Background: an optimization exercise with open tools, aiming at small area, a short achievable clock period and few clock cycles per item. Do not read the settings as production practice.
The RTL was checked by simulation tests, not by an equivalence proof against the original design.
Power figures rest on the tool's default switching activity, not on a simulated workload.

==> design/flow/design.v <==
`default_nettype none
package uecpmu_pkg;
    localparam int DATA_W    = 32;
    localparam int OFF_W     = 8;
    localparam int PULSE_W   = 8;
    localparam int MASK_W    = 4;
    localparam int IDX_W     = 2;
    localparam int CODE_W    = 8;
    localparam int CMD_W     = 4 + IDX_W + DATA_W + PULSE_W;
    localparam int RES_W     = DATA_W + 2;
    localparam logic [1:0] MODE_RD    = 2'd0;
    localparam logic [1:0] MODE_WR    = 2'd1;
    localparam logic [1:0] MODE_EVENT = 2'd2;
    localparam logic [OFF_W-1:0] OFF_CNT0   = 8'h30;
    localparam logic [OFF_W-1:0] OFF_CTRL   = 8'h40;
    localparam logic [OFF_W-1:0] OFF_EVTYPE = 8'h48;
    localparam logic [OFF_W-1:0] OFF_INTM   = 8'h60;
    localparam logic [OFF_W-1:0] OFF_INTS   = 8'h68;
    localparam logic [OFF_W-1:0] OFF_INTC   = 8'h6C;
    localparam logic [CODE_W-1:0] EVT_NONE = 8'hFF;
    localparam int                CTRL_EN  = 0;
    typedef enum logic [3:0] {
        OP_IDLE,
        OP_EVENT,
        OP_CNT_RD,
        OP_CNT_WR,
        OP_CTRL_RD,
        OP_CTRL_WR,
        OP_EVT_RD,
        OP_EVT_WR,
        OP_MASK_RD,
        OP_MASK_WR,
        OP_STAT_RD,
        OP_CLR_WR,
        OP_NOP,
        OP_ERR
    } t_op;
    typedef struct packed {
        t_op                op;
        logic [IDX_W-1:0]   idx;
        logic [DATA_W-1:0]  data;
        logic [PULSE_W-1:0] pulses;
    } t_cmd;
    typedef struct packed {
        logic [DATA_W-1:0] read_data;
        logic              access_error;
        logic              irq;
    } t_res;
endpackage
`default_nettype wire
`default_nettype none
module uncore_event_counter_pmu
#(
    parameter int NUM_CTRS        = 4,
    parameter int NUM_EVENT_CODES = 8
) (
    input  wire logic               i_clk,
    input  wire logic               i_rst_n,
    input  wire logic               i_push,
    output logic                    o_full,
    input  wire logic [1:0]         i_mode,
    input  wire logic [uecpmu_pkg::OFF_W-1:0]   i_reg_offset,
    input  wire logic [uecpmu_pkg::DATA_W-1:0]  i_write_data,
    input  wire logic [uecpmu_pkg::PULSE_W-1:0] i_event_pulses,
    output logic                    o_empty,
    input  wire logic               i_pop,
    output logic [uecpmu_pkg::DATA_W-1:0]       o_read_data,
    output logic                    o_access_error,
    output logic                    o_irq
);
    logic [31:0] r_ctr [4];
    logic [31:0] r_evsel;
    logic        r_en;
    logic [3:0]  r_mask;
    logic [3:0]  r_stat;
    logic        r_valid;
    logic        r_err;
    logic [3:0]  r_rd_ctr;      
    logic        r_rd_ctrl;
    logic        r_rd_evt;
    logic        r_rd_mask;
    logic        r_rd_stat;
    logic        w_take;
    logic        w_rd, w_wr, w_ev;
    logic        w_is_cnt, w_is_ctrl, w_is_evt, w_is_mask, w_is_stat, w_is_clr;
    logic [3:0]  w_cnt_sel;
    logic [3:0]  w_inc;
    logic [3:0]  w_wrap;
    assign w_take  = i_push && (!r_valid || i_pop);
    assign o_full  = r_valid && !i_pop;
    assign o_empty = !r_valid;
    always_comb begin
        w_rd      = (i_mode == 2'd0);
        w_wr      = (i_mode == 2'd1);
        w_ev      = (i_mode == 2'd2);
        w_is_cnt  = (i_reg_offset[7:4] == 4'h3) && (i_reg_offset[1:0] == 2'b00);
        w_is_ctrl = (i_reg_offset == 8'h40);
        w_is_evt  = (i_reg_offset == 8'h48);
        w_is_mask = (i_reg_offset == 8'h60);
        w_is_stat = (i_reg_offset == 8'h68);
        w_is_clr  = (i_reg_offset == 8'h6C);
        for (int i = 0; i < 4; i++) begin
            w_cnt_sel[i] = w_is_cnt && (i_reg_offset[3:2] == 2'(i));
        end
        for (int i = 0; i < 4; i++) begin
            w_inc[i]  = w_ev && r_en && (r_evsel[8*i+3 +: 5] == 5'd0) &&
                        i_event_pulses[r_evsel[8*i +: 3]];
            w_wrap[i] = w_inc[i] && (&r_ctr[i]);
        end
    end
    always_ff @(posedge i_clk) begin
        if (!i_rst_n) begin
            for (int i = 0; i < 4; i++) begin
                r_ctr[i] <= '0;
            end
            r_evsel <= '1;
            r_en    <= 1'b0;
            r_mask  <= '1;
            r_stat  <= '0;
        end else if (w_take) begin
            for (int i = 0; i < 4; i++) begin
                if (w_wr && w_cnt_sel[i]) begin
                    r_ctr[i] <= i_write_data;
                end else if (w_inc[i]) begin
                    r_ctr[i] <= r_ctr[i] + 32'd1;
                end
            end
            if (w_wr && w_is_ctrl) r_en    <= i_write_data[0];
            if (w_wr && w_is_evt)  r_evsel <= i_write_data;
            if (w_wr && w_is_mask) r_mask  <= i_write_data[3:0];
            if (w_wr && w_is_clr) begin
                r_stat <= r_stat & ~i_write_data[3:0];
            end else begin
                r_stat <= r_stat | w_wrap;
            end
        end
    end
    always_ff @(posedge i_clk) begin
        if (!i_rst_n) begin
            r_valid <= 1'b0;
        end else if (w_take || i_pop) begin
            r_valid <= w_take;
        end
    end
    always_ff @(posedge i_clk) begin
        if (w_take) begin
            r_err     <= (w_rd || w_wr) && !(w_is_cnt || w_is_ctrl || w_is_evt ||
                                             w_is_mask || w_is_stat || w_is_clr);
            r_rd_ctr  <= w_rd ? w_cnt_sel : 4'd0;
            r_rd_ctrl <= w_rd && w_is_ctrl;
            r_rd_evt  <= w_rd && w_is_evt;
            r_rd_mask <= w_rd && w_is_mask;
            r_rd_stat <= w_rd && w_is_stat;
        end
    end
    always_comb begin
        o_read_data = ({32{r_rd_ctr[0]}} & r_ctr[0]) |
                      ({32{r_rd_ctr[1]}} & r_ctr[1]) |
                      ({32{r_rd_ctr[2]}} & r_ctr[2]) |
                      ({32{r_rd_ctr[3]}} & r_ctr[3]) |
                      ({32{r_rd_evt}}    & r_evsel)  |
                      {31'd0, r_rd_ctrl & r_en}      |
                      {28'd0, {4{r_rd_mask}} & r_mask} |
                      {28'd0, {4{r_rd_stat}} & r_stat};
    end
    assign o_access_error = r_err;
    assign o_irq          = |(r_stat & ~r_mask);
endmodule
`default_nettype wire
==> design/flow/run.sh <==
#!/bin/bash
# synth_recipe.tcl (not shown) runs the flow's synth.tcl, then flattens the netlist and writes it again
# the make line also repeats each setting of config.mk as NAME=value (left out here)
make -C /OpenROAD-flow-scripts/flow DESIGN_CONFIG=/design/flow/config.mk WORK_HOME=/design/flow/orfs CLKGATE_MAP_FILE= SYNTH_SCRIPT=/design/flow/synth_recipe.tcl finish
==> design/flow/config.mk <==
export PLATFORM = sky130hd
export DESIGN_NAME = uncore_event_counter_pmu
export DESIGN_NICKNAME = uncore_event_counter_pmu
export VERILOG_FILES = /design/flow/design.v
export SDC_FILE = /design/flow/constraint.sdc
export NUM_CORES = 4
export LEC_CHECK = 0
export CAP_MARGIN = 20
export CORE_MARGIN = 2
export CORE_UTILIZATION = 40
export SLEW_MARGIN = 20
==> design/flow/constraint.sdc <==
create_clock -name core_clock -period 3.5 [get_ports {i_clk}]
set_input_delay 0.7000 -clock core_clock [delete_from_list [all_inputs] [get_ports {i_clk}]]
set_output_delay 0.7000 -clock core_clock [all_outputs]
set_load 0.01 [all_outputs]
==> results.txt <==
==> sequential cells by signal (all words and copies together) (netlist names) <==
name and count:
r_ctr 128, r_en 1, r_err 1, r_evsel 32
r_mask 4, r_rd_ctr 4, r_rd_ctrl 1, r_rd_evt 1
r_rd_mask 1, r_rd_stat 1, r_stat 4, r_valid 1
==> final cells by class <==
type                    count  area [um2]
fillers                  2799       14600
repair buffers            142        1380
multi-input cells        1244        7230
inverters                  22        83.8
clock buffers              20         468
flip-flops and latches    179        3670
well taps                 378         473
clock inverters            12         115
==> critical path: cells and delay by family, from the launching register on <==
kind,cells,cell delay [ns]
AOI/OAI and AO/OA,1,0.73
DFF,1,0.37
buffers and inverters,2,0.81
and+or+nand+nor,1,0.23
==> how the worst min path moves through the flow <==
stage          slack [ns]                      from  cells past startpoint                        to
5_1_grt              0.51  r_evsel[15]$_SDFFE_PN1P_                      2  r_evsel[15]$_SDFFE_PN1P_
3_3_place_gp         0.47  r_evsel[22]$_SDFFE_PN1P_                      2  r_evsel[22]$_SDFFE_PN1P_
2_1_floorplan        0.44    r_stat[2]$_SDFFE_PN0P_                      2    r_stat[2]$_SDFFE_PN0P_
3_5_place_dp         0.48  r_evsel[15]$_SDFFE_PN1P_                      2  r_evsel[15]$_SDFFE_PN1P_
6_report             0.49  r_evsel[27]$_SDFFE_PN1P_                      2  r_evsel[27]$_SDFFE_PN1P_
4_1_cts              0.49  r_evsel[15]$_SDFFE_PN1P_                      2  r_evsel[15]$_SDFFE_PN1P_
==> layer usage <==
layer  vias to the layer above  wire, um  track usage, %
met5                         -         0               0
met4                         0      1770            12.5
met3                       120      5500            6.49
met2                       860     22300            50.6
met1                      6291     20900            44.5
li1                       5954         -               -
==> logic make-up (layout without fill, tap and decap cells) <==
group                      after synthesis  after routing  synth area share (%)
adders and majority gates                4              4                 0.437
and+or+nand+nor                        723            723                  31.1
buffers and inverters                  138            196                  5.17
DFF                                    179            179                  32.0
AOI/OAI and AO/OA                      493            493                  28.8
muxes                                   24             24                  2.47
==> synth_stat cells, types with 10 or more instances <==
master and number:
a31oi_1 32, o31ai_1 29, nand2_1 310, nor2_1 95, nor4_1 14, a21o_1 14, a222oi_1 31, o41ai_1 19
nand4_1 34, or4_1 10, nor3_1 45, o21a_1 17, inv_1 21, dfxtp_1 170, o21ai_0 82, a22oi_1 43
mux2i_1 17, a211oi_1 12, and3_1 23, o211ai_1 13, buf_2 29, a21oi_1 140, clkbuf_1 73, and2_1 12
or3_1 15, nand3_1 94
==> per-stage QoR <==
| step | std cells | area [um2] |
|---|---|---|
| 2_1_floorplan | 1561 | 11500 |
| 3_3_place_gp | 1965 | 12800 |
| 3_5_place_dp | 1965 | 12800 |
| 4_1_cts | 1997 | 13400 |
| 5_1_grt | 1997 | 13400 |
| 6_report | 1997 | 13400 |
==> power groups by stage <==
stage          logic, uW  registers [uW]  clock network (uW)
3_3_place_gp         392            2110                   0
3_5_place_dp         391            2110                   0
6_report             406            2060                2000
4_1_cts              393            2060                2010
2_1_floorplan        131            2110                   0
5_1_grt              413            2060                2080
==> summary.md <==
| Metric | Value |
|---|---|
| Status | timing/DRC/antenna clean |
| Via count | 13200 |
| Logic pwr share | 9.1% |
| Worst r2r path cells | 6 |
| Setup-failing EPs final | 0 |
| CTS Sinks | 179 |
| Synth async-reset ratio | 0% |
| Max Clock Freq | 0.302 GHz |
| RSZ-0062 raised after global routing | no |
| Syn Std Cell Area | 11500 um2 |
| Die area | 30000 um2 |
| Row cnt | 61 |
| DRC | 0 |
| Crit start category | register |
| Yosys top cell by area | dfxtp_1 |
| Largest cells by area after synthesis | dfxtp_1, nand2_1, a21oi_1, nand3_1, o21ai_0 |
| R2r endpoint | r_ctr[3][27]$_SDFFE_PN0P_ |
| CTS Buffer Depth | 2 |
| Worst-Margin Slew | 1.04 ns |
| Die height | 173 um |
| Die width | 173 um |
| Critical-path top delay cell | a222oi_1 |
| Sequential element share of the synthesized area | 32.0% |
| Max stage delay on crit path | 0.73 ns |
| Worst slack, placed | 0.266 ns |
| Clk_skew | 0.0152 ns |
| Tot Pwr | 4470 uW |
| Max cap viols | 0 |
| Leakage | 0.00446 uW |
| Ant. Diodes | 0 |
| GRT Total Usage | 32.6% |
| Synth top area share | 29.7% |
| Crit path required time | 2.80 ns |
| Via density | 6.62 |
| Number of synthesized flops with an enable pin | 9 |
| # IOs | 90 |
| Switching share of power | 27.2% |
| Net Sw Power | 1210 uW |
| HPWL Detailed | 36200 um |
| Vias in the first global route | 11900 |
| Hold WS | 0.489 ns |
| PwrDens | 333 nW/um2 |
| Worst setup path class | register to primary output |
| CP Data Arrival Time | 2.61 ns |
| Post-CTS Repair Setup Buffers | 0 |
| Clock root cell | clkbuf_16 |
| Flop and latch count out of synthesis | 179 |
| Worst-skew pair later-pin latency | 0.45 ns |
| CTS buffer count | 17 |
| WL/cell | 25.3 um |
| Fin. max-slew vios | 0 |
| Most frequent cells in the layout | nand2_1, dfxtp_1, a21oi_1 |
| Netlist cell types | 83 |
| Min Tclk post-route | 3.31 ns |
| Setup TNS | 0 ns |
| ANT nets after route | 0 |
| Post-CTS Hold Fix Bufs | 0 |
| R2R Setup Slk | 0.89 ns |
| P_int | 3250 uW |
| First-pass GRT wire length | 75100 um |
| YS warnings | 2 |
| Layout area overhead | 17.1% |
| R2r startpoint | r_evsel[25]$_SDFFE_PN1P_ |
| Post-synthesis average cell area | 7.34 um2 |
| CTS tree | done |
| Worst Setup SP | r_rd_ctr[0]$_SDFFCE_PN0P_ |
| Core area | 28000 um2 |
| Layout Nets | 1664 |
| Max-Slew Margin vs Limit | 30.2% |
| VDD IR max | 0.302 mV |
| Final WL | 50400 um |
| Finished Core Util | 47.9% |
| Crit path cell chain | buf_4 > a222oi_1 > nand2_1 > clkdlybuf4s50_1 |
| Max FO, Critical Path | 32 |
| Initial core utilization | 40.9% |
| Final setup margin | 0.190 ns |
| Fraction of layout cells with a size suffix above 1 | 8.21% |
| Synth Instances | 1561 |
| CTS H-Tree Depth | 4 |
| CTS clk-pin slew, worst paths | 0.08 ns |
| Final Hold Vio Count | 0 |
| Post-cts repair resize count | 0 |
| Syn Nets | 1619 |
| Power share of the clock group | 44.7% |
| Hold WC Path Type | register to register |
| Initial DRC Count | 2045 |
| Sequential Power Share | 46.2% |
| Initial antenna violation count | 0 |
| PortBufs | 89 |
| Remaining global-route overflow | 0 |
| Drt pass-1 iters | 10 |
| Gp weighted congestion | 0.964 |
| Largest net degree at the start of global routing | 49 |
| Top_reg_cell synth | dfxtp_1 |
| Critical Path End | o_read_data[25] |
| Commonest non-fill, non-tap cell in the layout | nand2_1 |
| Setup crit end kind | primary output |
| Final cycle utilization of the critical path | 94.6% |
Testbench counts, summed over its fixed seeds: cycles 13,603, items 12,000.

==> static timing again, ports no longer ideal <==
In the flow no input, the clock included, has a driving cell. The finished layout below was timed again as built, in two steps. Step 1 (the two cells are an assumption about what drives the block):
set clk [get_ports {i_clk}]
set_driving_cell -lib_cell sky130_fd_sc_hd__clkbuf_16 $clk
set_driving_cell -lib_cell sky130_fd_sc_hd__buf_2 [delete_from_list [all_inputs] $clk]
Step 2 times the ports against the registers' clock, not the clock port: input delays grow and output delays shrink by t, the midpoint of the rising clock arrivals with the driver on. Three values: ideal ports, drivers, drivers and shift; two values: the first two.
t (ns): 0.497
setup WS [ns]: 0.190 / 0.137 / 0.205
clock arrival spread, ns: 0.015 / 0.015
After both steps this run still meets setup and hold. For this run, drivers alone change the setup slack by -0.053 ns; drivers and shift together by +0.015 ns.
